Background: an optimization exercise with open tools, aiming at small area, a short achievable clock period and few clock cycles per item. Do not read the settings as production practice. In this exercise RTL edits were held to simulation tests only and were not proved equivalent to the original. Power figures rest on the tool's default switching activity, not on a simulated workload.

===== flow/config.mk =====
export PLATFORM = sky130hd
export DESIGN_NAME = xdrop_aligner
export DESIGN_NICKNAME = xdrop_aligner
export VERILOG_FILES = /design/flow/design.v
export SDC_FILE = /design/flow/constraint.sdc
export NUM_CORES = 4
export LEC_CHECK = 0
export CAP_MARGIN = 20
export CORE_MARGIN = 2
export CORE_UTILIZATION = 40
export SLEW_MARGIN = 20

===== flow/constraint.sdc =====
create_clock -name core_clock -period 11.5 [get_ports {clk}]
set_input_delay 2.3000 -clock core_clock [delete_from_list [all_inputs] [get_ports {clk}]]
set_output_delay 2.3000 -clock core_clock [all_outputs]
set_load 0.01 [all_outputs]

===== flow/design.v =====
`timescale 1ns/100ps
module align_fsm (
    input  wire clk,
    input  wire rst,
    input  wire start,
    input  wire done,
    output wire go,
    output reg  busy
);
    assign go = start & ~busy;
    always @(posedge clk) begin
        if (rst) begin
            busy <= 1'b0;
        end else if (go) begin
            busy <= 1'b1;
        end else if (done) begin
            busy <= 1'b0;
        end
    end
endmodule
`timescale 1ns/100ps
module stream_counter (
    input  wire clk,
    input  wire rst,
    input  wire go,
    input  wire run,
    input  wire complement_ref,
    input  wire complement_query,
    input  wire [7:0] ref_len,
    input  wire [4:0] query_len,
    input  wire [7:0] ref_data,
    input  wire [7:0] query_data,
    output reg  [7:0] ref_addr,
    output reg  [4:0] query_addr,
    output reg  [2:0] ref_code,
    output reg  [2:0] q_code
);
    function [2:0] ascii_to_nt;
        input [7:0] ch;
        input complement;
        begin
            case (ch)
                8'h41, 8'h61: ascii_to_nt = {1'b0, {2{complement}} ^ 2'd0};
                8'h43, 8'h63: ascii_to_nt = {1'b0, {2{complement}} ^ 2'd1};
                8'h47, 8'h67: ascii_to_nt = {1'b0, {2{complement}} ^ 2'd2};
                8'h54, 8'h74: ascii_to_nt = {1'b0, {2{complement}} ^ 2'd3};
                default: ascii_to_nt = 3'd4;
            endcase
        end
    endfunction
    reg r_valid;
    reg q_valid;
    always @(posedge clk) begin
        if (rst) begin
            ref_addr <= 8'd0;
            query_addr <= 5'd0;
            r_valid <= 1'b0;
            q_valid <= 1'b0;
        end else if (go) begin
            ref_addr <= 8'd1;
            query_addr <= 5'd1;
            r_valid <= 1'b1;
            q_valid <= 1'b1;
        end else if (run) begin
            r_valid <= (ref_addr < ref_len);
            if (ref_addr < ref_len) begin
                ref_addr <= ref_addr + 1'b1;
            end
            q_valid <= (query_addr < query_len);
            if (~query_addr[4]) begin
                query_addr <= query_addr + 1'b1;
            end
        end else begin
            ref_addr <= 8'd0;
            query_addr <= 5'd0;
            r_valid <= 1'b0;
            q_valid <= 1'b0;
        end
    end
    always @(posedge clk) begin
        ref_code <= r_valid ? ascii_to_nt(ref_data, complement_ref) : 3'd7;
        q_code <= q_valid ? ascii_to_nt(query_data, complement_query) : 3'd5;
    end
endmodule
`timescale 1ns/100ps
module pe #(
    parameter integer ROW = 0
) (
    input  wire clk,
    input  wire flush,
    input  wire signed [5:0] p_match,
    input  wire signed [5:0] p_mismatch,
    input  wire signed [5:0] p_n_score,
    input  wire signed [5:0] p_gap_open,
    input  wire signed [5:0] p_gap_extend,
    input  wire [2:0] q_code,
    input  wire [2:0] up_tok,
    input  wire up_col0,
    input  wire [2:0] next_tok,
    input  wire [9:0] up_h,
    input  wire [9:0] up_a,
    input  wire [9:0] up_a_go,
    input  wire [9:0] up_a_ge,
    input  wire [9:0] up_e,
    output reg  [2:0] tok,
    output reg  col0,
    output reg  [9:0] h,
    output reg  [9:0] a,
    output wire [9:0] a_go,
    output wire [9:0] a_ge,
    output reg  [9:0] e,
    output wire cell_valid,
    output wire next_valid
);
    function [9:0] sat_add;
        input [9:0] x;
        input signed [5:0] y;
        reg [10:0] sum;
        begin
            sum = {1'b0, x} + {{5{y[5]}}, y};
            sat_add = sum[10] ? 10'd0 : sum[9:0];
        end
    endfunction
    reg [2:0] q;
    reg [9:0] b;
    reg [9:0] g;
    wire up_real = ~up_tok[2] | (up_tok[1:0] == 2'b00);
    wire q_present = ~(q[2] & q[0]);
    wire [2:0] q_eff = up_col0 ? q_code : q;
    wire is_n = q_eff[2] | next_tok[2];
    wire is_eq = (q_eff[1:0] == next_tok[1:0]);
    wire signed [5:0] s = is_n ? p_n_score : (is_eq ? p_match : p_mismatch);
    wire [9:0] c = up_a;
    wire [9:0] e_in = up_e;
    wire ga = (g >= a);
    wire gb = (g >= b);
    wire gc = (g >= c);
    wire ge = (g >= e_in);
    wire ab = (a >= b);
    wire ac = (a >= c);
    wire ae = (a >= e_in);
    wire bc = (b >= c);
    wire be = (b >= e_in);
    wire ce = (c >= e_in);
    wire pick_g = ga & gb & gc & ge;
    wire pick_a = ~ga & ab & ac & ae;
    wire pick_b = ~gb & ~ab & bc & be;
    wire pick_c = ~gc & ~ac & ~bc & ce;
    reg sel_g, sel_a, sel_b, sel_c, sel_e;
    always @(*) begin
        if (up_col0) begin
            sel_g = 1'b0;
            sel_a = 1'b0;
            sel_b = 1'b0;
            sel_c = (ROW == 0) ? ce : 1'b0;
            sel_e = (ROW == 0) ? ~ce : 1'b1;
        end else begin
            sel_g = pick_g;
            sel_a = pick_a;
            sel_b = pick_b;
            sel_c = pick_c;
            sel_e = ~pick_g & ~pick_a & ~pick_b & ~pick_c;
        end
    end
    assign a_go = sat_add(a, p_gap_open);
    assign a_ge = sat_add(a, p_gap_extend);
    wire [9:0] g_go = sat_add(g, p_gap_open);
    wire [9:0] b_go = sat_add(b, p_gap_open);
    wire [9:0] b_ge = sat_add(b, p_gap_extend);
    wire [9:0] e_go = sat_add(e_in, p_gap_open);
    wire [9:0] e_ge = sat_add(e_in, p_gap_extend);
    wire [9:0] h_new = ({10{sel_g}} & g) | ({10{sel_a}} & a) | ({10{sel_b}} & b) |
                       ({10{sel_c}} & c) | ({10{sel_e}} & e_in);
    wire [9:0] a_new = ({10{sel_g}} & g_go) | ({10{sel_a}} & a_go) | ({10{sel_b}} & b_go) |
                       ({10{sel_c}} & up_a_go) | ({10{sel_e}} & e_go);
    wire [9:0] b_new = (up_col0 ? 10'd0 : (ab ? a_ge : b_ge));
    wire pick_up_c = ce & ~(up_col0 & (ROW != 0));
    wire [9:0] e_new = pick_up_c ? up_a_ge : e_ge;
    always @(posedge clk) begin
        tok <= {up_tok[2] | flush, up_tok[1] | flush, up_tok[0]};
        col0 <= up_col0 & ~flush;
        h <= h_new;
        a <= a_new;
        b <= b_new;
        e <= e_new;
        g <= sat_add(up_h, s);
        if (up_col0) begin
            q <= q_code;
        end
    end
    assign cell_valid = (~tok[2] | (tok[1:0] == 2'b00)) & q_present;
    assign next_valid = up_real & q_present;
endmodule
`timescale 1ns/100ps
module pe_array #(
    parameter integer NUM_PE = 16
) (
    input  wire clk,
    input  wire flush,
    input  wire h0_init,
    input  wire h0_first,
    input  wire signed [5:0] p_match,
    input  wire signed [5:0] p_mismatch,
    input  wire signed [5:0] p_n_score,
    input  wire signed [5:0] p_gap_open,
    input  wire signed [5:0] p_gap_extend,
    input  wire [2:0] q_code,
    input  wire [2:0] tok0,
    input  wire col0_0,
    input  wire [2:0] tok0_next,
    output wire [NUM_PE*10-1:0] h_col,
    output wire [NUM_PE-1:0] cell_valid,
    output wire [NUM_PE-1:0] next_valid
);
    function [9:0] sat_add;
        input [9:0] a;
        input signed [5:0] b;
        reg [10:0] sum;
        begin
            sum = {1'b0, a} + {{5{b[5]}}, b};
            sat_add = sum[10] ? 10'd0 : sum[9:0];
        end
    endfunction
    reg [9:0] h0;
    reg [9:0] a0;
    always @(posedge clk) begin
        h0 <= h0_init ? 10'd256 : sat_add(h0, h0_first ? p_gap_open : p_gap_extend);
        a0 <= h0_init ? sat_add(10'd256, p_gap_open) :
              sat_add(a0, h0_first ? p_gap_open : p_gap_extend);
    end
    localparam integer NUM_GRP = (NUM_PE + 3) / 4;
    reg [29:0] sc [0:NUM_GRP];
    integer gi;
    always @(*) begin
        sc[0] = {p_match, p_mismatch, p_n_score, p_gap_open, p_gap_extend};
    end
    always @(posedge clk) begin
        for (gi = 0; gi < NUM_GRP; gi = gi + 1) begin
            sc[gi+1] <= sc[gi];
        end
    end
    wire [3*(NUM_PE+2)-1:0] l_tok;
    wire [NUM_PE:0] l_col0;
    wire [10*(NUM_PE+1)-1:0] l_h;
    wire [10*(NUM_PE+1)-1:0] l_a;
    wire [10*(NUM_PE+1)-1:0] l_a_go;
    wire [10*(NUM_PE+1)-1:0] l_a_ge;
    wire [10*(NUM_PE+1)-1:0] l_e;
    assign l_tok[2:0] = tok0_next;
    assign l_tok[5:3] = tok0;
    assign l_col0[0] = col0_0;
    assign l_h[9:0] = h0;
    assign l_a[9:0] = a0;
    assign l_a_go[9:0] = sat_add(a0, p_gap_open);
    assign l_a_ge[9:0] = sat_add(a0, p_gap_extend);
    assign l_e[9:0] = 10'd0;
    genvar k;
    generate
        for (k = 0; k < NUM_PE; k = k + 1) begin : g_pe
            pe #(.ROW(k)) u_pe (
                .clk(clk), .flush(flush),
                .p_match(sc[k/4+1][29:24]), .p_mismatch(sc[k/4+1][23:18]),
                .p_n_score(sc[k/4+1][17:12]),
                .p_gap_open(sc[k/4+1][11:6]), .p_gap_extend(sc[k/4+1][5:0]),
                .q_code(q_code),
                .up_tok(l_tok[3*(k+1) +: 3]),
                .up_col0(l_col0[k]),
                .col0(l_col0[k+1]),
                .next_tok(l_tok[3*k +: 3]),
                .up_h(l_h[10*k +: 10]),
                .up_a(l_a[10*k +: 10]),
                .up_a_go(l_a_go[10*k +: 10]),
                .up_a_ge(l_a_ge[10*k +: 10]),
                .up_e(l_e[10*k +: 10]),
                .tok(l_tok[3*(k+2) +: 3]),
                .h(l_h[10*(k+1) +: 10]),
                .a(l_a[10*(k+1) +: 10]),
                .a_go(l_a_go[10*(k+1) +: 10]),
                .a_ge(l_a_ge[10*(k+1) +: 10]),
                .e(l_e[10*(k+1) +: 10]),
                .cell_valid(cell_valid[k]),
                .next_valid(next_valid[k])
            );
            assign h_col[10*k +: 10] = l_h[10*(k+1) +: 10];
        end
    endgenerate
endmodule
`timescale 1ns/100ps
module max_tracker #(
    parameter integer NUM_PE = 16
) (
    input  wire clk,
    input  wire rst,
    input  wire init,
    input  wire busy,
    input  wire [8:0] xdrop,
    input  wire [7:0] diag_cnt,
    input  wire [NUM_PE*10-1:0] h_col,
    input  wire [NUM_PE-1:0] cell_valid,
    input  wire [NUM_PE-1:0] next_valid,
    output reg  done,
    output reg  xdrop_hit,
    output reg  [9:0] best,
    output reg  [7:0] best_ref,
    output reg  [4:0] best_query
);
    function [3:0] pick4;
        input [39:0] x;
        input [3:0] v;
        reg [5:0] w;
        begin
            w[0] = v[1] & (~v[0] | (x[19:10] > x[9:0]));
            w[1] = v[2] & (~v[0] | (x[29:20] > x[9:0]));
            w[2] = v[3] & (~v[0] | (x[39:30] > x[9:0]));
            w[3] = v[2] & (~v[1] | (x[29:20] > x[19:10]));
            w[4] = v[3] & (~v[1] | (x[39:30] > x[19:10]));
            w[5] = v[3] & (~v[2] | (x[39:30] > x[29:20]));
            pick4[0] = ~w[0] & ~w[1] & ~w[2];
            pick4[1] = w[0] & ~w[3] & ~w[4];
            pick4[2] = w[1] & w[3] & ~w[5];
            pick4[3] = w[2] & w[4] & w[5];
        end
    endfunction
    function [9:0] mux4;
        input [39:0] x;
        input [3:0] p;
        begin
            mux4 = ({10{p[0]}} & x[9:0]) | ({10{p[1]}} & x[19:10]) |
                   ({10{p[2]}} & x[29:20]) | ({10{p[3]}} & x[39:30]);
        end
    endfunction
    reg [9:0] grp_v [0:3];
    reg [1:0] grp_i [0:3];
    reg grp_ok [0:3];
    reg s_last;
    reg [3:0] p1 [0:3];
    integer n;
    always @(*) begin
        for (n = 0; n < 4; n = n + 1) begin
            p1[n] = pick4(h_col[40*n +: 40], cell_valid[4*n +: 4]);
        end
    end
    integer n1;
    always @(posedge clk) begin
        for (n1 = 0; n1 < 4; n1 = n1 + 1) begin
            grp_v[n1] <= mux4(h_col[40*n1 +: 40], p1[n1]);
            grp_i[n1] <= {p1[n1][3] | p1[n1][2], p1[n1][3] | p1[n1][1]};
            grp_ok[n1] <= (|cell_valid[4*n1 +: 4]) & busy;
        end
        s_last <= ~(|next_valid);
    end
    wire [39:0] gv = {grp_v[3], grp_v[2], grp_v[1], grp_v[0]};
    wire [3:0] gok = {grp_ok[3], grp_ok[2], grp_ok[1], grp_ok[0]};
    wire [3:0] p2 = pick4(gv, gok);
    wire [9:0] m = mux4(gv, p2);
    reg [7:0] ref_c [0:3];
    reg [4:0] qry_c [0:3];
    reg [7:0] m_ref;
    reg [4:0] m_qry;
    integer n2;
    always @(*) begin
        m_ref = 8'd0;
        m_qry = 5'd0;
        for (n2 = 0; n2 < 4; n2 = n2 + 1) begin
            ref_c[n2] = diag_cnt + {4'hf, ~n2[1:0], ~grp_i[n2]};
            qry_c[n2] = {1'b0, n2[1:0], grp_i[n2]} + 5'd1;
            m_ref = m_ref | ({8{p2[n2]}} & ref_c[n2]);
            m_qry = m_qry | ({5{p2[n2]}} & qry_c[n2]);
        end
    end
    wire [10:0] floor_score = {1'b0, best} - {2'b00, xdrop};
    reg ge_best;
    reg below;
    integer n3;
    always @(*) begin
        ge_best = 1'b0;
        below = ~floor_score[10];
        for (n3 = 0; n3 < 4; n3 = n3 + 1) begin
            ge_best = ge_best | (grp_ok[n3] & (grp_v[n3] >= best));
            below = below & (~grp_ok[n3] | (grp_v[n3] < floor_score[9:0]));
        end
    end
    wire s_any = |gok;
    wire active = busy & ~done & s_any;
    always @(posedge clk) begin
        if (rst) begin
            done <= 1'b0;
        end else begin
            done <= active & ((~ge_best & below) | s_last);
        end
    end
    always @(posedge clk) begin
        if (init) begin
            xdrop_hit <= 1'b0;
            best <= 10'd256;
            best_ref <= 8'd0;
            best_query <= 5'd0;
        end else if (active) begin
            if (ge_best) begin
                best <= m;
                best_ref <= m_ref;
                best_query <= m_qry;
            end else if (below) begin
                xdrop_hit <= 1'b1;
            end
        end
    end
endmodule
`timescale 1ns/100ps
module xdrop_aligner (
    input  wire clk,
    input  wire rst,
    input  wire start,
    input  wire complement_ref,
    input  wire complement_query,
    input  wire signed [9:0] match,
    input  wire signed [9:0] mismatch,
    input  wire signed [9:0] n_score,
    input  wire signed [9:0] gap_open,
    input  wire signed [9:0] gap_extend,
    input  wire signed [9:0] xdrop,
    input  wire [7:0] ref_len,
    input  wire [7:0] query_len,
    input  wire [7:0] ref_data,
    input  wire [7:0] query_data,
    output wire [7:0] ref_addr,
    output wire [7:0] query_addr,
    output wire busy,
    output wire done,
    output wire xdropped,
    output wire signed [9:0] max_score,
    output wire [7:0] max_ref_idx,
    output wire [7:0] max_query_idx
);
    localparam integer NUM_PE = 16;
    reg signed [5:0] p_match;
    reg signed [5:0] p_mismatch;
    reg signed [5:0] p_n_score;
    reg signed [5:0] p_gap_open;
    reg signed [5:0] p_gap_extend;
    reg [8:0] p_xdrop;
    reg [7:0] p_ref_len;
    reg [4:0] p_query_len;
    always @(posedge clk) begin
        p_match <= match[5:0];
        p_mismatch <= mismatch[5:0];
        p_n_score <= n_score[5:0];
        p_gap_open <= gap_open[5:0];
        p_gap_extend <= gap_extend[5:0];
        p_xdrop <= xdrop[8:0];
        p_ref_len <= ref_len;
        p_query_len <= query_len[4:0];
    end
    wire go;
    wire run;
    reg go1;
    reg go2;
    reg [7:0] diag_cnt;
    reg [2:0] tok0;
    reg col0_0;
    wire [2:0] tok0_next;
    wire [2:0] ref_code;
    wire [2:0] q_code;
    wire [4:0] qa;
    wire [NUM_PE*10-1:0] h_col;
    wire [NUM_PE-1:0] cell_valid;
    wire [NUM_PE-1:0] next_valid;
    wire [9:0] best;
    wire [4:0] best_query;
    assign run = busy & ~done;
    always @(posedge clk) begin
        go1 <= go;
        go2 <= go1;
        diag_cnt <= go ? 8'hfe : diag_cnt + 1'b1;
    end
    assign tok0_next = go1 ? 3'd5 : ref_code;
    always @(posedge clk) begin
        tok0 <= {tok0_next[2] | ~busy, tok0_next[1] | ~busy, tok0_next[0]};
        col0_0 <= go1 & busy;
    end
    align_fsm u_fsm (
        .clk(clk), .rst(rst), .start(start), .done(done),
        .go(go), .busy(busy)
    );
    stream_counter u_cnt (
        .clk(clk), .rst(rst), .go(go), .run(run),
        .complement_ref(complement_ref), .complement_query(complement_query),
        .ref_len(p_ref_len), .query_len(p_query_len),
        .ref_data(ref_data), .query_data(query_data),
        .ref_addr(ref_addr), .query_addr(qa),
        .ref_code(ref_code), .q_code(q_code)
    );
    assign query_addr = {3'b000, qa};
    pe_array #(.NUM_PE(NUM_PE)) u_array (
        .clk(clk), .flush(~busy), .h0_init(go1), .h0_first(go2),
        .p_match(p_match), .p_mismatch(p_mismatch), .p_n_score(p_n_score),
        .p_gap_open(p_gap_open), .p_gap_extend(p_gap_extend),
        .q_code(q_code), .tok0(tok0), .col0_0(col0_0), .tok0_next(tok0_next),
        .h_col(h_col), .cell_valid(cell_valid), .next_valid(next_valid)
    );
    max_tracker #(.NUM_PE(NUM_PE)) u_max (
        .clk(clk), .rst(rst), .init(go), .busy(busy),
        .xdrop(p_xdrop), .diag_cnt(diag_cnt),
        .h_col(h_col), .cell_valid(cell_valid), .next_valid(next_valid),
        .done(done), .xdrop_hit(xdropped),
        .best(best), .best_ref(max_ref_idx), .best_query(best_query)
    );
    assign max_score = {best[9:8] - 2'd1, best[7:0]};
    assign max_query_idx = {3'b000, best_query};
endmodule

===== flow/run.sh =====
#!/bin/bash
# synth_recipe.tcl (not shown) runs the flow's synth.tcl, then flattens the netlist and writes it again
# the make line also repeats each setting of config.mk as NAME=value (left out here)
make -C /OpenROAD-flow-scripts/flow DESIGN_CONFIG=/design/flow/config.mk WORK_HOME=/design/flow/orfs CLKGATE_MAP_FILE= SYNTH_SCRIPT=/design/flow/synth_recipe.tcl finish

==> flow_summary.toml, run 1 <==
[critical_path]
critical_path.startpoint_type = "register"
endpoint_kind = "register"
worstPathCellList = "mux2i_2 > mux2i_1 > a221oi_1 > nor2b_1 > mux2i_1 > o21ai_0 > ha_1 > fa_1 > a21o_1 > a21oi_1 > o21bai_1 > a21oi_1 > o21ai_0 > a21o_1 > a21oi_1 > xnor2_1 > nor2_1"
critPathMaxStageDelay_ns = 0.86
crit_arrival_ns = 6.21
critical_path_class = "reg -> reg"
cp_slowest_cell = "dfxtp_1"
worst-path-max-fanout = 10
path_common_cell = "a21oi_1"
crit_required_ns = 12.21

[route]
vias = 125000
drt-initial-drc-count = 12200
wl_per_cell_um = 24.2
drt_first_pass_iters = 14
wl_um = 498000
ant_nets = 0
via_per_inst = 6.05
drc_errors = 0

[global_route]
busiest_layer = "met2"
grt.total_usage = 0.280
grt-ovfl-total = 0
grt_pass1_wl_um = 737000
grt_use_met2 = 0.445
grt_start_max_net_pins = 67
grt_pass1_vias = 118000
grtUsageMet1 = 0.366
grtUsageMet3 = 0.0454
antenna_found_initial = 29

[logic_synthesis]
async_reset_ff_frac = 0
yosys-top-cells-count = "3257 x ha_1, 1207 x dfxtp_1, 1191 x a21oi_1"
synth_area_sq_um = 136000
synth_area_leader_cell = "ha_1"
yosys_warnings = 29
yosysMostFrequentCell = "ha_1"
synth_edf_count = 0
avgSynthCellArea_sq_um = 8.59
syn_inst = 15800
netlist.area_leader.share = 0.300
synth.top_cells.by_area = "ha_1 30%, dfxtp_1 18%, xnor2_1 4.8%"
ys.flop_type = "dfxtp_1"
synth-seq-area-share = 0.178
ys_seq_elements = 1207
ys_types = 106

[clock_tree]
numCtsBuffers = 158
cts_tree = "built"
cts_setup_buffers = 0
clk_latency_ns = 0.89
ctsResizeCount = 0
postCtsHoldBufs = 0
clockBufferDepth = 4
htree_levels = 4
clkTransAtPathRegs_ns = 0.07
cts-root-buf = "clkbuf_16"
clock-sinks = 1207

[place]
placed_cells = 20300
dp_hpwl_um = 387000
finalWeightedCongestion = 0.995
io_buffers = 109

[finish]
final_util = 0.439
instances_no_fill = 20600
drive_above_1_share = 0.0427
area_delta_synth_final_pct = 9.04
layout.nets = 19400

[floorplanning]
die_h_um = 586
pin_count = 142
die_area_sq_um = 344000
core-area_sq_um = 337000
initial_utilization = 0.403
fp.dieW_um = 586
rows = 213

[pwr]
leakagePower_uw = 0.0682
ir_drop_mv = 0.190
p_per_area_nw_per_um2 = 305

[run]
cap_violations = 0

[sta]
period_share = 0.478
rsz0062_at_grt = "no"
relSlewSlack = 0.251
setup_viol = 0
fmax_mhz = 182
finalHoldViolCount = 0
timing.hold.ws_ns = 0.355
drv_slew = 0
setup_tns_ns = 0
finClkSkew_ns = 0.0511
tightest_slew_ns = 1.12
layout_min_cycle_time_ns = 5.50

[worst_hold_path]
hp-class = "reg -> reg"

[outcome]
status = "finished clean"
==> final timing paths <==
path,start,endpoint,slack (ns),cells past startpoint
worst max register to register,col0_0$_DFF_P_,u_array.g_pe[0].u_pe.g[5]$_SDFF_PP0_,6.00,17
worst min-delay path,u_array.g_pe[14].u_pe.tok[0]$_DFF_P_,u_array.g_pe[15].u_pe.tok[0]$_DFF_P_,0.36,0
worst max-delay path,col0_0$_DFF_P_,u_array.g_pe[0].u_pe.g[5]$_SDFF_PP0_,6.00,17
worst min register to register,u_array.g_pe[14].u_pe.tok[0]$_DFF_P_,u_array.g_pe[15].u_pe.tok[0]$_DFF_P_,0.36,0
==> cells in the final DEF (no fill, tap or decap), types with 154 or more instances in the layout <==
| cell | count |
|---|---|
| a211oi_1 | 157 |
| a21o_1 | 640 |
| a21oi_1 | 1191 |
| a222oi_1 | 184 |
| a22oi_1 | 207 |
| a31oi_1 | 154 |
| buf_4 | 162 |
| clkbuf_16 | 162 |
| dfxtp_1 | 1189 |
| ha_1 | 3257 |
| inv_1 | 1014 |
| nand2_1 | 1025 |
| nand2b_1 | 216 |
| nand3_1 | 340 |
| nor2_1 | 996 |
| nor2b_1 | 234 |
| nor3_1 | 334 |
| o211ai_1 | 173 |
| o21a_1 | 187 |
| o21ai_0 | 697 |
| o21bai_1 | 171 |
| xnor2_1 | 744 |
| xor2_1 | 383 |
==> logic make-up after synthesis <==
| logic type | after synthesis | synth area share |
|---|---|---|
| multiplexers | 169 | 0.0130 |
| buffers and inverters | 1303 | 0.0369 |
| XOR/XNOR | 1131 | 0.0732 |
| other | 1 | 0.0000276 |
| AND/OR/NAND/NOR | 3792 | 0.135 |
| AO/OA/AOI/OAI | 4809 | 0.244 |
| flip-flops | 1207 | 0.178 |
| adder cells (fa/ha/maj) | 3392 | 0.320 |
==> layer usage <==
layer,vias to the layer above,part of all wire
li1,59900,-
met1,58600,0.43
met2,4891,0.44
met3,1190,0.083
met4,12,0.055
met5,-,0.00016
==> power breakdown <==
| group | switching, uW | internal, uW | leakage (uW) |
|---|---|---|---|
| clock network | 2190 | 3040 | 0.00256 |
| logic | 17700 | 12700 | 0.0556 |
| registers | 3840 | 5620 | 0.0100 |
| total | 23700 | 21400 | 0.0682 |
==> per-stage QoR <==
stage / instance area, sq um / power [uW] / setup WS, ns
after floorplan: 136000 / 29400 / 7.15
after global routing: 148000 / 48800 / 5.65
final: 148000 / 45100 / 6.00
after global placement: 143000 / 38600 / 6.14
after CTS: 148000 / 44400 / 6.01
after detailed placement: 143000 / 39000 / 6.06
==> critical path: cells and delay by family, from the launching register on <==
family / cells / cell delay (ns)
adder cells (fa/ha/maj): 2 / 0.77
flip-flops: 1 / 0.86
XOR/XNOR: 1 / 0.35
AND/OR/NAND/NOR: 2 / 0.77
AO/OA/AOI/OAI: 9 / 1.66
multiplexers: 3 / 0.89
==> registers in the layout, summed over array words and instances, names as in the netlist, 15 cells and up <==
signal                  count
u_array.g_pe.u_pe.a       160
u_array.g_pe.u_pe.b       160
u_array.g_pe.u_pe.g       160
u_array.g_pe.u_pe.h       160
u_array.g_pe.u_pe.e       150
u_array.sc                120
u_array.g_pe.u_pe.q        48
u_array.g_pe.u_pe.tok      48
u_max.grp_v                40
u_array.g_pe.u_pe.col0     15
==> final cells by class <==
class	count	area (sq um)
antenna	7	17.5
clock buffer	196	4340
clock inverter	82	933
fill	33400	189000
inverter	1017	3820
multi-input combinational	13300	107000
sequential	1207	24200
tap	4515	5650
timing repair buffer	271	2310
Testbench counts, summed over its fixed seeds: cycles 11,626, alignments 320.
==> run 2: changes to the inputs <==
--- a/flow/design.v
+++ b/flow/design.v
@@ -97,6 +97,8 @@
     input  wire [2:0] up_tok,
     input  wire up_col0,
     input  wire [2:0] next_tok,
+    input  wire [2:0] next2_tok,
+    input  wire col0_next,
     input  wire [9:0] up_h,
     input  wire [9:0] up_a,
     input  wire [9:0] up_a_go,
@@ -126,10 +128,10 @@
     reg [9:0] g;
     wire up_real = ~up_tok[2] | (up_tok[1:0] == 2'b00);
     wire q_present = ~(q[2] & q[0]);
-    wire [2:0] q_eff = up_col0 ? q_code : q;
-    wire is_n = q_eff[2] | next_tok[2];
-    wire is_eq = (q_eff[1:0] == next_tok[1:0]);
-    wire signed [5:0] s = is_n ? p_n_score : (is_eq ? p_match : p_mismatch);
+    reg signed [5:0] s;
+    wire [2:0] q_eff = col0_next ? q_code : q;
+    wire is_n = q_eff[2] | next2_tok[2];
+    wire is_eq = (q_eff[1:0] == next2_tok[1:0]);
     wire [9:0] c = up_a;
     wire [9:0] e_in = up_e;
     wire ga = (g >= a);
@@ -183,8 +185,9 @@
         a <= a_new;
         b <= b_new;
         e <= e_new;
+        s <= is_n ? p_n_score : (is_eq ? p_match : p_mismatch);
         g <= sat_add(up_h, s);
-        if (up_col0) begin
+        if (col0_next) begin
             q <= q_code;
         end
     end
@@ -208,6 +211,8 @@
     input  wire [2:0] tok0,
     input  wire col0_0,
     input  wire [2:0] tok0_next,
+    input  wire [2:0] tok0_next2,
+    input  wire col0_pre,
     output wire [NUM_PE*10-1:0] h_col,
     output wire [NUM_PE-1:0] cell_valid,
     output wire [NUM_PE-1:0] next_valid
@@ -239,16 +244,18 @@
             sc[gi+1] <= sc[gi];
         end
     end
-    wire [3*(NUM_PE+2)-1:0] l_tok;
-    wire [NUM_PE:0] l_col0;
+    wire [3*(NUM_PE+3)-1:0] l_tok;
+    wire [NUM_PE+1:0] l_col0;
     wire [10*(NUM_PE+1)-1:0] l_h;
     wire [10*(NUM_PE+1)-1:0] l_a;
     wire [10*(NUM_PE+1)-1:0] l_a_go;
     wire [10*(NUM_PE+1)-1:0] l_a_ge;
     wire [10*(NUM_PE+1)-1:0] l_e;
-    assign l_tok[2:0] = tok0_next;
-    assign l_tok[5:3] = tok0;
-    assign l_col0[0] = col0_0;
+    assign l_tok[2:0] = tok0_next2;
+    assign l_tok[5:3] = tok0_next;
+    assign l_tok[8:6] = tok0;
+    assign l_col0[0] = col0_pre;
+    assign l_col0[1] = col0_0;
     assign l_h[9:0] = h0;
     assign l_a[9:0] = a0;
     assign l_a_go[9:0] = sat_add(a0, p_gap_open);
@@ -263,16 +270,18 @@
                 .p_n_score(sc[k/4+1][17:12]),
                 .p_gap_open(sc[k/4+1][11:6]), .p_gap_extend(sc[k/4+1][5:0]),
                 .q_code(q_code),
-                .up_tok(l_tok[3*(k+1) +: 3]),
-                .up_col0(l_col0[k]),
-                .col0(l_col0[k+1]),
-                .next_tok(l_tok[3*k +: 3]),
+                .up_tok(l_tok[3*(k+2) +: 3]),
+                .up_col0(l_col0[k+1]),
+                .col0(l_col0[k+2]),
+                .next_tok(l_tok[3*(k+1) +: 3]),
+                .next2_tok(l_tok[3*k +: 3]),
+                .col0_next(l_col0[k]),
                 .up_h(l_h[10*k +: 10]),
                 .up_a(l_a[10*k +: 10]),
                 .up_a_go(l_a_go[10*k +: 10]),
                 .up_a_ge(l_a_ge[10*k +: 10]),
                 .up_e(l_e[10*k +: 10]),
-                .tok(l_tok[3*(k+2) +: 3]),
+                .tok(l_tok[3*(k+3) +: 3]),
                 .h(l_h[10*(k+1) +: 10]),
                 .a(l_a[10*(k+1) +: 10]),
                 .a_go(l_a_go[10*(k+1) +: 10]),
@@ -292,6 +301,7 @@
     input  wire clk,
     input  wire rst,
     input  wire init,
+    input  wire init_floor,
     input  wire busy,
     input  wire [8:0] xdrop,
     input  wire [7:0] diag_cnt,
@@ -368,7 +378,17 @@
             m_qry = m_qry | ({5{p2[n2]}} & qry_c[n2]);
         end
     end
-    wire [10:0] floor_score = {1'b0, best} - {2'b00, xdrop};
+    reg [10:0] floor_score;
+    reg [10:0] grp_x [0:3];
+    reg [10:0] m_x;
+    integer n5;
+    always @(*) begin
+        m_x = 11'd0;
+        for (n5 = 0; n5 < 4; n5 = n5 + 1) begin
+            grp_x[n5] = {1'b0, grp_v[n5]} - {2'b00, xdrop};
+            m_x = m_x | ({11{p2[n5]}} & grp_x[n5]);
+        end
+    end
     reg ge_best;
     reg below;
     integer n3;
@@ -390,6 +410,9 @@
         end
     end
     always @(posedge clk) begin
+        if (init_floor) begin
+            floor_score <= 11'd256 - {2'b00, xdrop};
+        end
         if (init) begin
             xdrop_hit <= 1'b0;
             best <= 10'd256;
@@ -398,6 +421,7 @@
         end else if (active) begin
             if (ge_best) begin
                 best <= m;
+                floor_score <= m_x;
                 best_ref <= m_ref;
                 best_query <= m_qry;
             end else if (below) begin
@@ -455,6 +479,9 @@
     wire run;
     reg go1;
     reg go2;
+    reg go3;
+    reg [2:0] ref_code2;
+    wire [2:0] tok0_next2;
     reg [7:0] diag_cnt;
     reg [2:0] tok0;
     reg col0_0;
@@ -471,12 +498,15 @@
     always @(posedge clk) begin
         go1 <= go;
         go2 <= go1;
-        diag_cnt <= go ? 8'hfe : diag_cnt + 1'b1;
+        go3 <= go2;
+        diag_cnt <= go ? 8'hfd : diag_cnt + 1'b1;
     end
-    assign tok0_next = go1 ? 3'd5 : ref_code;
+    assign tok0_next2 = go1 ? 3'd5 : ref_code;
+    assign tok0_next = go2 ? 3'd5 : ref_code2;
     always @(posedge clk) begin
+        ref_code2 <= {ref_code[2] | ~busy, ref_code[1] | ~busy, ref_code[0]};
         tok0 <= {tok0_next[2] | ~busy, tok0_next[1] | ~busy, tok0_next[0]};
-        col0_0 <= go1 & busy;
+        col0_0 <= go2 & busy;
     end
     align_fsm u_fsm (
         .clk(clk), .rst(rst), .start(start), .done(done),
@@ -492,14 +522,15 @@
     );
     assign query_addr = {3'b000, qa};
     pe_array #(.NUM_PE(NUM_PE)) u_array (
-        .clk(clk), .flush(~busy), .h0_init(go1), .h0_first(go2),
+        .clk(clk), .flush(~busy), .h0_init(go2), .h0_first(go3),
         .p_match(p_match), .p_mismatch(p_mismatch), .p_n_score(p_n_score),
         .p_gap_open(p_gap_open), .p_gap_extend(p_gap_extend),
         .q_code(q_code), .tok0(tok0), .col0_0(col0_0), .tok0_next(tok0_next),
+        .tok0_next2(tok0_next2), .col0_pre(go2 & busy),
         .h_col(h_col), .cell_valid(cell_valid), .next_valid(next_valid)
     );
     max_tracker #(.NUM_PE(NUM_PE)) u_max (
-        .clk(clk), .rst(rst), .init(go), .busy(busy),
+        .clk(clk), .rst(rst), .init(go), .init_floor(go1), .busy(busy),
         .xdrop(p_xdrop), .diag_cnt(diag_cnt),
         .h_col(h_col), .cell_valid(cell_valid), .next_valid(next_valid),
         .done(done), .xdrop_hit(xdropped),
==> flow/flow/run.sh (new file) <==
#!/bin/bash
set -euo pipefail
bash standard.sh SETUP_SLACK_MARGIN=7.5 finish > standard_flow.log 2>&1
==> flow/standard.sh (new file) <==
#!/bin/bash
# synth_recipe.tcl (not shown) runs the flow's synth.tcl, then flattens the netlist and writes it again
# the make line also repeats each setting of config.mk as NAME=value (left out here)
make -C /OpenROAD-flow-scripts/flow DESIGN_CONFIG=/design/flow/config.mk WORK_HOME=/design/flow/orfs CLKGATE_MAP_FILE= SYNTH_SCRIPT=/design/flow/synth_recipe.tcl "${@:-finish}"
removed: flow/run.sh
==> run 2 against run 1 <==
Via count is 0.25% higher. Critical endpoint is now u_array.g_pe[6].u_pe.a[2]$_DFF_P_. Synthesized cell count is 1.9% higher. Combinational power is 2% lower. Highest routed layer unchanged. Largest power group unchanged. Still clean. Global-route usage is 0.45 points lower. Sequential cell count is 111 higher. Register-to-register slack better by 1.5 ns.
==> flow_summary.toml, run 2 <==
[clock_tree]
cts_tree = "built"
postCtsHoldBufs = 0
clk_latency_ns = 0.91
numCtsBuffers = 165
clock-sinks = 1318
cts-root-buf = "clkbuf_16"
clkTransAtPathRegs_ns = 0.07
htree_levels = 4
clockBufferDepth = 4

[sta]
period_share = 0.344
worst_slack_ns = 7.54
rsz0062_at_grt = "yes"
relSlewSlack = 0.148
finClkSkew_ns = 0.0983
drv_slew = 0
setup_viol = 0
setup_tns_ns = 0
layout_min_cycle_time_ns = 3.96
tightest_slew_ns = 1.26
finalHoldViolCount = 0
fmax_mhz = 253

[floorplanning]
pin_count = 142
die_h_um = 592
fp.dieW_um = 592
initial_utilization = 0.403
die_area_sq_um = 351000
rows = 215
core-area_sq_um = 344000

[route]
vias = 125000
ant_nets = 0
via_per_inst = 5.95
wl_um = 500000
wl_per_cell_um = 23.8
drc_errors = 0
drt_first_pass_iters = 14
drt-initial-drc-count = 11900

[outcome]
status = "finished clean"

[pwr]
leakagePower_uw = 0.0711
p_per_area_nw_per_um2 = 297
ir_drop_mv = 0.190

[place]
placed_cells = 20600
io_buffers = 109
finalWeightedCongestion = 0.948
pre_cts_ws_ns = 6.89
dp_hpwl_um = 383000

[logic_synthesis]
ys_seq_elements = 1318
synth_area_sq_um = 138000
yosys_warnings = 30
synth.top_cells.by_area = "ha_1 30%, dfxtp_1 19%, a21oi_1 4.8%"
avgSynthCellArea_sq_um = 8.59
yosys-top-cells-count = "3289 x ha_1, 1331 x a21oi_1, 1318 x dfxtp_1"
ys.flop_type = "dfxtp_1"
synth-seq-area-share = 0.191
ys_types = 107
syn_inst = 16100
synth_edf_count = 0
synth_area_leader_cell = "ha_1"
netlist.area_leader.share = 0.297
yosysMostFrequentCell = "ha_1"
async_reset_ff_frac = 0

[critical_path]
cp_slowest_cell = "dfxtp_1"
critPathMaxStageDelay_ns = 0.75
path_common_cell = "o21ai_0"
crit_required_ns = 12.28
worstPathCellList = "inv_1 > ha_1 > o21ai_0 > o21ai_0 > o2111ai_1 > a21oi_1 > and4_1 > nor4_4 > buf_4 > and2_2 > a22oi_1 > o211ai_1"
critical_path.startpoint_type = "register"
critical_path_class = "reg -> reg"
worst-path-max-fanout = 12
endpoint_kind = "register"
crit_arrival_ns = 4.74

[run]
cap_violations = 0

[worst_hold_path]
hp-class = "reg -> reg"

[global_route]
grt_pass1_vias = 118000
antenna_found_initial = 21
grt-ovfl-total = 0
grt.total_usage = 0.275
grt_start_max_net_pins = 55
grt_pass1_wl_um = 739000

[finish]
drive_above_1_share = 0.0498
final_common_cell = "ha_1"
area_delta_synth_final_pct = 9.87
instances_no_fill = 21000
layout_common_cells = "3289 x ha_1, 1330 x a21oi_1, 1241 x dfxtp_1"
layout.nets = 19800
run 2: cell count changes in the layout (fill, tap and decap cells not counted), moves of 48 or more:
cell / before / now
o21ai_0: 697 / 748
o22ai_1: 88 / 238
a32o_1: 103 / 19
dfxtp_2: 10 / 66
dfxtp_1: 1189 / 1241
nor2_1: 996 / 848
a31oi_1: 154 / 93
nor3_1: 334 / 236
nand2b_1: 216 / 264
a21oi_1: 1191 / 1330
nand2_1: 1025 / 1160
inv_1: 1014 / 1126
run 2: worst paths after layout:
path | startpoint | end | slack [ns] | depth (start not counted)
hold / removal | p_mismatch[5]$_DFF_P_ | u_array.sc[1][23]$_DFF_P_ | 0.34 | 0
setup reg to reg | u_array.g_pe[6].u_pe.a[3]$_DFF_P_ | u_array.g_pe[6].u_pe.a[2]$_DFF_P_ | 7.54 | 12
hold reg to reg | p_mismatch[5]$_DFF_P_ | u_array.sc[1][23]$_DFF_P_ | 0.34 | 0
setup / recovery | u_array.g_pe[6].u_pe.a[3]$_DFF_P_ | u_array.g_pe[6].u_pe.a[2]$_DFF_P_ | 7.54 | 12
run 2: routing by layer:
layer	global-route usage	part of all wire	up-vias
li1	-	-	60400
met1	0.364	0.43	58300
met2	0.439	0.44	4866
met3	0.0383	0.078	1277
met4	0.134	0.057	6
met5	0	0.000056	-
run 2: repair_timing:
action / 4_1_cts / 5_1_grt
pin swaps: 5 / 5
endpoints found under the setup margin: 267 / 266
setup buffers: 14 / 10
gates resized for setup: 121 / 97
gates cloned: 2 / 0
run 2: report_power, final:
part	total, uW	internal, uW	switching, uW
Sequential	9820	6000	3820
Clock	5630	3320	2310
Combinational	29700	12600	17100
run 2: worst max-delay path: cells and delay by family (launching register included):
family	cells	cell delay, ns
AO/OA/AOI/OAI	6	1.19
AND/OR/NAND/NOR	3	1.10
flip-flops	1	0.75
buffers and inverters	2	0.45
adder cells (fa/ha/maj)	1	0.34
run 2: cell families (layout without fill, tap and decap cells):
kind of cell,after synthesis,in the layout,synth area share
and+or+nand+nor,3697,3697,0.130
adders and majority gates,3426,3426,0.317
other,1,13,0.0000271
buffers and inverters,1427,1734,0.0395
muxes,181,181,0.0136
AOI/OAI and AO/OA,4918,4918,0.238
DFF,1318,1318,0.191
xor gates and xnor gates,1129,1129,0.0715
run 2: area by class of cell:
class / count / area, sq um
Antenna cell: 7 / 17.5
Clock buffer: 204 / 4560
Clock inverter: 88 / 1150
Fill cell: 33900 / 192000
Inverter: 1131 / 4250
Multi-Input combinational cell: 13400 / 107000
Sequential cell: 1318 / 26500
Tap cell: 4557 / 5700
Timing Repair Buffer: 311 / 2720
run 2: stage by stage:
stage / area (sq um) / total power [uW] / hold WS (ns) / utilization
floorplan: 138000 / 29100 / 0.310 / -
CTS: 152000 / 44400 / 0.338 / 0.441
global placement: 145000 / 37900 / 0.316 / 0.423
global route: 152000 / 48800 / 0.349 / 0.442
detailed placement: 145000 / 38400 / 0.325 / 0.423
finish: 152000 / 45100 / 0.335 / 0.442
Testbench counts of run 2, summed over its fixed seeds: cycles 11,946, alignments 320.
==> run 3: changes to the inputs <==
--- a/flow/config.mk
+++ b/flow/config.mk
@@ -7,5 +7,5 @@
 export LEC_CHECK = 0
 export CAP_MARGIN = 20
 export CORE_MARGIN = 2
-export CORE_UTILIZATION = 40
+export CORE_UTILIZATION = 55
 export SLEW_MARGIN = 20
==> run 3 against run 2 <==
Still clean on timing, DRC and antenna. Sequential share of layout area up 0.16 points. Final area down 0.90%. Area after synthesis unchanged. Worst setup slack better by 0.016 ns. Core utilization up 16 points. Cell count down 5.6%. Combinational power up 3%. Clock-buffer cell count unchanged. Synthesized cell count unchanged. Via count up 4.2%. Wire length up 6.3%. Clock power up 0.7%.
==> flow_summary.toml, run 3 <==
[outcome]
status = "finished clean"

[route]
wl_um = 531000
via_per_inst = 6.57
wl_per_cell_um = 26.8
drt-initial-drc-count = 12700
drt_first_pass_iters = 14
ant_nets = 0
vias = 130000
drc_errors = 0

[sta]
worst_slack_ns = 7.56
relSlewSlack = 0.223
setup_tns_ns = 0
fmax_mhz = 254
finClkSkew_ns = 0.0502
tightest_slew_ns = 1.15
setup_viol = 0
layout_min_cycle_time_ns = 3.94
period_share = 0.343
drv_slew = 0
finalHoldViolCount = 0
rsz0062_at_grt = "yes"

[critical_path]
reg2reg_depth = 12
crit_required_ns = 12.31
critical_path_class = "reg -> reg"
worst-path-max-fanout = 12
crit_arrival_ns = 4.75
endpoint_kind = "register"
critical_path.startpoint_type = "register"

[clock_tree]
clockBufferDepth = 3
clk_latency_ns = 0.87
clkTransAtPathRegs_ns = 0.06
cts_tree = "built"
postCtsHoldBufs = 0
numCtsBuffers = 163
cts-root-buf = "clkbuf_16"
clock-sinks = 1318
htree_levels = 4

[place]
finalWeightedCongestion = 0.992
dp_hpwl_um = 410000
pre_cts_ws_ns = 6.81
io_buffers = 109

[global_route]
grt_pass1_vias = 128000
grt_start_max_net_pins = 59
grtUsageMet1 = 0.486
grt.total_usage = 0.400
grt-ovfl-total = 0
antenna_found_initial = 28
busiest_layer = "met2"
grtUsageMet3 = 0.0675
grt_pass1_wl_um = 786000
grt_use_met2 = 0.641

[finish]
area_delta_synth_final_pct = 8.88
drive_above_1_share = 0.0514
final_common_cell = "ha_1"
layout_common_cells = "3289 x ha_1, 1330 x a21oi_1, 1233 x dfxtp_1"
ff_latch_area_sq_um = 26500
fillerInstances = 21900
multi_input_comb_area_sq_um = 107000
layout.nets = 19800

[pwr]
ir_drop_mv = 0.188
power_frac_clock = 0.123
p_switching_uw = 24200
sw_frac_of_total = 0.523
combPwrFrac = 0.663
leakagePower_uw = 0.0711
seqPwrFrac = 0.215
p_per_area_nw_per_um2 = 306
intPower_uw = 22000

[floorplanning]
core-area_sq_um = 251000
pin_count = 142
die_area_sq_um = 256000
initial_utilization = 0.552
rows = 184
die_h_um = 506
fp.dieW_um = 506

[logic_synthesis]
netlist.area_leader.share = 0.297
yosys-top-cells-count = "3289 x ha_1, 1331 x a21oi_1, 1318 x dfxtp_1"
syn_inst = 16100
yosys_warnings = 30
yosysMostFrequentCell = "ha_1"
synth.top_cells.by_area = "ha_1 30%, dfxtp_1 19%, a21oi_1 4.8%"
avgSynthCellArea_sq_um = 8.59
synth_edf_count = 0
synth-seq-area-share = 0.191
synth_area_sq_um = 138000
ys.flop_type = "dfxtp_1"
async_reset_ff_frac = 0
synth_area_leader_cell = "ha_1"
ys_seq_elements = 1318
ys_types = 107

[worst_hold_path]
hp-class = "reg -> reg"
min_path_cells = 0

[run]
cap_violations = 0
## run 3: changes by cell type in the layout (fill, tap and decap cells not counted), sizes merged
cell	change
buf	+15
bufbuf	-2
bufinv	-1
clkdlybuf4s15	-3
clkinv	+14
clkinvlp	+8
diode	+16
dlygate4sd2	+4
inv	-11
## run 3: final cells by class
| type | instances | share of cell area |
|---|---|---|
| Timing Repair Buffer | 325 | 0.0182 |
| Tap cell | 3348 | 0.0278 |
| Clock inverter | 98 | 0.00911 |
| Inverter | 1131 | 0.0282 |
| Antenna cell | 23 | 0.000382 |
| Sequential cell | 1318 | 0.176 |
| Multi-Input combinational cell | 13400 | 0.710 |
| Clock buffer | 204 | 0.0299 |
## run 3: logic make-up after synthesis
group           count (synthesis)  share of synthesized area
compound gates               4918                      0.238
simple gates                 3697                      0.130
fa+ha+maj                    3426                      0.317
buf+inv                      1427                     0.0395
flops                        1318                      0.191
xor+xnor                     1129                     0.0715
mux                           181                     0.0136
other cells                     1                  0.0000271
## run 3: worst paths after layout
check                                            start                                   end  slack [ns]
setup reg to reg     u_array.g_pe[5].u_pe.a[0]$_DFF_P_     u_array.g_pe[5].u_pe.a[5]$_DFF_P_        7.56
hold / removal    u_array.g_pe[14].u_pe.tok[0]$_DFF_P_  u_array.g_pe[15].u_pe.tok[0]$_DFF_P_        0.35
hold reg to reg   u_array.g_pe[14].u_pe.tok[0]$_DFF_P_  u_array.g_pe[15].u_pe.tok[0]$_DFF_P_        0.35
setup / recovery     u_array.g_pe[5].u_pe.a[0]$_DFF_P_     u_array.g_pe[5].u_pe.a[5]$_DFF_P_        7.56
## run 3: worst max-delay path: stages (launching register included)
cell	delay [ns]
dfxtp_1	0.62
inv_1	0.28
ha_1	0.34
nand2b_1	0.09
a31oi_1	0.09
o21ai_0	0.25
a41oi_1	0.19
nor2_2	0.40
and4bb_2	0.41
nor4_1	0.48
and3_2	0.44
a22oi_1	0.15
nand3_1	0.11
## run 3: power groups by stage
| stage | Clock, uW | Combinational (uW) | Sequential, uW |
|---|---|---|---|
| floorplan | 0 | 21500 | 7600 |
| global placement | 0 | 28100 | 9750 |
| detailed placement | 0 | 29300 | 9740 |
| CTS | 5720 | 29700 | 9670 |
| global route | 5900 | 33800 | 9810 |
| finish | 5670 | 30600 | 9910 |
## run 3: metal layers
| metal | vias up | share of wire |
|---|---|---|
| li1 | 60400 | - |
| met1 | 61400 | 0.39 |
| met2 | 6239 | 0.44 |
| met3 | 2081 | 0.084 |
| met4 | 14 | 0.083 |
| met5 | - | 0.00017 |
## run 3: repair_timing
action                                 4_1_cts  5_1_grt
resized for setup                          124       88
endpoints found under the hold margin        0        0
cloned                                       0        0
setup buffers                                9       19
pin swaps                                    5        4
setup endpoints to repair                  259      273
## run 3: metrics by stage
| step | cell area, sq um | util | power (uW) | hold slack (ns) | instances |
|---|---|---|---|---|---|
| global route | 151000 | 0.601 | 49500 | 0.356 | 19800 |
| detailed placement | 144000 | 0.574 | 39000 | 0.331 | 19500 |
| global placement | 144000 | 0.574 | 37800 | 0.335 | 19500 |
| finish | 151000 | 0.601 | 46200 | 0.349 | 19800 |
| floorplan | 138000 | - | 29100 | 0.310 | 16100 |
| CTS | 150000 | 0.599 | 45100 | 0.344 | 19800 |
==> run 4: changes to the inputs <==
--- a/flow/design.v
+++ b/flow/design.v
@@ -234,10 +234,10 @@
               sat_add(a0, h0_first ? p_gap_open : p_gap_extend);
     end
     localparam integer NUM_GRP = (NUM_PE + 3) / 4;
-    reg [29:0] sc [0:NUM_GRP];
+    reg [11:0] sc [0:NUM_GRP];
     integer gi;
     always @(*) begin
-        sc[0] = {p_match, p_mismatch, p_n_score, p_gap_open, p_gap_extend};
+        sc[0] = {p_gap_open, p_gap_extend};
     end
     always @(posedge clk) begin
         for (gi = 0; gi < NUM_GRP; gi = gi + 1) begin
@@ -266,8 +266,7 @@
         for (k = 0; k < NUM_PE; k = k + 1) begin : g_pe
             pe #(.ROW(k)) u_pe (
                 .clk(clk), .flush(flush),
-                .p_match(sc[k/4+1][29:24]), .p_mismatch(sc[k/4+1][23:18]),
-                .p_n_score(sc[k/4+1][17:12]),
+                .p_match(p_match), .p_mismatch(p_mismatch), .p_n_score(p_n_score),
                 .p_gap_open(sc[k/4+1][11:6]), .p_gap_extend(sc[k/4+1][5:0]),
                 .q_code(q_code),
                 .up_tok(l_tok[3*(k+2) +: 3]),
--- a/flow/config.mk
+++ b/flow/config.mk
@@ -7,5 +7,5 @@
 export LEC_CHECK = 0
 export CAP_MARGIN = 20
 export CORE_MARGIN = 2
-export CORE_UTILIZATION = 55
+export CORE_UTILIZATION = 40
 export SLEW_MARGIN = 20
==> run 4 against run 3 <==
Still clean. Final area increased by 1.6%. Clock power decreased by 4.1%. Via count decreased by 0.89%. Total power decreased by 0.99%. Clock-buffer cell count decreased by 8. Fmax decreased by 2.5%.
==> flow_summary.toml, run 4 <==
[critical_path]
crit_required_ns = 9.20
cp_top_family = "XOR/XNOR gates"
critical_path.startpoint_type = "register"
cp_slowest_cell = "xnor2_4"
crit_arrival_ns = 1.74
endpoint_kind = "output pin"
worstPathCellList = "xnor2_4 > buf_6"
crit_buf_inv = 1
critical_path_class = "reg -> out"
r2r_setup_slack_ns = 7.53
critPathMaxStageDelay_ns = 0.37
worst-path-max-fanout = 3

[finish]
final_util = 0.442
layout.nets = 20200
final_common_cell = "ha_1"
area_delta_synth_final_pct = 9.83
fillerInstances = 34500
layout_common_cells = "3289 x ha_1, 1281 x a21oi_1, 1170 x nand2_1, 1170 x dfxtp_1, 1102 x inv_1"
drive_above_1_share = 0.0548

[sta]
drv_slew = 0
tightest_slew_ns = 1.32
setup_tns_ns = 0
finalHoldViolCount = 0
fmax_mhz = 247
rsz0062_at_grt = "yes"
finClkSkew_ns = 0.0379
relSlewSlack = 0.117
setup_viol = 0
period_share = 0.352
layout_min_cycle_time_ns = 4.04

[logic_synthesis]
synth.top_cells.by_area = "ha_1 30%, dfxtp_1 18%, a21oi_1 4.6%"
synth-seq-area-share = 0.179
synth_area_sq_um = 139000
synth_compound_area_frac = 0.238
synthAdderAreaFrac = 0.315
yosys_warnings = 30
ys.flop_type = "dfxtp_1"
ys_types = 104
synth_edf_count = 0
synthMuxAreaShare = 0.0129
synth_area_leader_cell = "ha_1"
synth_xor_area_frac = 0.0701
yosys-top-cells-count = "3289 x ha_1, 1283 x a21oi_1, 1246 x dfxtp_1"
avgSynthCellArea_sq_um = 8.45
async_reset_ff_frac = 0
synth_simple_gate_area_share = 0.145
ys_seq_elements = 1246
synth_top_family_by_area = "adder cells"
yosysMostFrequentCell = "ha_1"
netlist.area_leader.share = 0.295
syn_inst = 16500

[floorplanning]
die_h_um = 594
initial_utilization = 0.402
rows = 216
die_area_sq_um = 353000
core-area_sq_um = 346000
pin_count = 142
fp.dieW_um = 594

[clock_tree]
clock-sinks = 1246
numCtsBuffers = 160
postCtsHoldBufs = 0
clockBufferDepth = 4
clk_latency_ns = 0.88
cts-root-buf = "clkbuf_16"
cts_tree = "built"
clkTransAtPathRegs_ns = 0.06
htree_levels = 4

[run]
cap_violations = 0

[place]
io_buffers = 109
finalWeightedCongestion = 0.969
dp_hpwl_um = 394000

[global_route]
grt_start_max_net_pins = 56
antenna_found_initial = 24
grt-ovfl-total = 0
grt_pass1_wl_um = 767000
grt_pass1_vias = 122000
grt.total_usage = 0.283

[worst_hold_path]
hp-class = "reg -> reg"

[route]
drt-initial-drc-count = 12300
drc_errors = 0
vias = 129000
wl_um = 520000
drt_first_pass_iters = 17
via_per_inst = 6.03
wl_per_cell_um = 24.3
ant_nets = 0

[pwr]
leakagePower_uw = 0.0709
p_per_area_nw_per_um2 = 299
ir_drop_mv = 0.150

[outcome]
status = "finished clean"
run 4: changes by cell type after synthesis, sizes merged, moves of 48 or more:
cell,before,now
a21o,644,548
a21oi,1339,1284
a22o,37,95
a31o,39,99
dfxtp,1318,1246
nand2b,265,197
nand3,353,506
nor2,850,1014
nor2b,225,273
nor3,242,393
o211ai,152,218
o21bai,201,124
o22ai,238,99
run 4: worst register-to-register path, stage by stage, from the launching register on:
cell	delay, ns
dfxtp_1	0.65
inv_1	0.29
ha_1	0.34
nand2b_1	0.14
a211oi_1	0.24
o21ai_0	0.14
a31o_2	0.28
a311oi_1	0.62
and4_2	0.55
nor4_2	0.17
a22oi_1	0.30
o211ai_1	0.13
run 4: through the flow:
stage	instance area [sq um]	instances	worst slack [ns]	power [uW]	hold WS, ns
floorplan	139000	16500	7.88	29500	0.326
global placement	147000	21100	7.02	38600	0.333
detailed placement	147000	21100	6.96	39000	0.332
CTS	152000	21400	7.27	44800	0.347
global route	153000	21400	7.42	49500	0.365
finish	153000	21400	7.46	45700	0.348
run 4: power breakdown:
group / internal [uW] / leakage [uW] / switching [uW] / total, uW
clock: 3180 / 0.00269 / 2250 / 5440
sequential: 5750 / 0.0104 / 3930 / 9680
combinational: 12900 / 0.0578 / 17700 / 30600
total: 21800 / 0.0709 / 23900 / 45700
run 4: layout make-up:
class	count	area, sq um	share of cell area
diodes	27	67.6	0.000441
clock buffers	196	4350	0.0284
clock inverters	93	1200	0.00787
inverters	1108	4160	0.0272
multi-input cells	13800	110000	0.717
flip-flops and latches	1246	25100	0.164
well taps	4578	5730	0.0374
repair buffers	330	2810	0.0183
run 4: layer usage:
metal | track usage | vias to the layer above | routed length [um]
met3 | 0.0411 | 1279 | 41300
met1 | 0.375 | 60500 | 225000
met2 | 0.437 | 5020 | 221000
met4 | 0.160 | 2 | 33500
met5 | 0 | - | 19
li1 | - | 62200 | -
run 4: final timing paths:
check,from,end,cells past startpoint
hold reg to reg,u_array.g_pe[14].u_pe.tok[0]$_DFF_P_,u_array.g_pe[15].u_pe.tok[0]$_DFF_P_,0
hold / removal,u_array.g_pe[14].u_pe.tok[0]$_DFF_P_,u_array.g_pe[15].u_pe.tok[0]$_DFF_P_,0
setup / recovery,u_max.best[9]$_SDFFE_PP0P_,max_score[9],2
setup reg to reg,u_array.g_pe[11].u_pe.a[0]$_DFF_P_,u_array.g_pe[11].u_pe.a[5]$_DFF_P_,11
run 4: logic make-up after synthesis:
| group | after synthesis |
|---|---|
| XOR/XNOR | 1115 |
| buffers and inverters | 1439 |
| AND/OR/NAND/NOR | 4190 |
| flip-flops | 1246 |
| other | 1 |
| adder cells (fa/ha/maj) | 3426 |
| multiplexers | 174 |
| AO/OA/AOI/OAI | 4899 |
run 4: what timing repair did:
action | in CTS | in global routing
setup endpoints to repair | 232 | 323
resized for setup | 143 | 117
pin swaps | 4 | 6
setup buffers | 6 | 9
Testbench counts of run 4, summed over its fixed seeds: cycles 11,946, alignments 320.

## afterwards: timing with drivers on the ports
The flow's constraints put no driver on any port. The routed layouts listed below were extracted and timed again, unchanged, in two steps.
Step 1, drivers: a clkbuf_16 drives clk and a buf_2 each remaining input, both assumed.
Step 2 moves the port delays by t, midway between the first and last clock arrival at a register: inputs arrive t later, outputs are due t later. That takes back most of the time a late clock gives input paths.
Slacks: ideal / step 1 / step 2; pairs: ideal / step 1.
run	t (ns)	setup WS [ns]	latest minus earliest clock arrival (ns)	worst register clock-pin slew, ns
run 1	0.954	5.997 / 5.997 / 5.997	0.058 / 0.058	0.08 / 0.08
run 2	0.965	7.542 / 7.486 / 7.288	0.115 / 0.115	0.08 / 0.08
run 3	0.944	7.558 / 7.489 / 7.279	0.054 / 0.055	0.07 / 0.07
run 4	0.967	7.458 / 7.353 / 7.455	0.044 / 0.044	0.07 / 0.07
After both steps setup and hold are still met in every run listed. For run 3, which loses most, drivers alone change the setup slack by -0.069 ns; drivers and shift together by -0.279 ns.
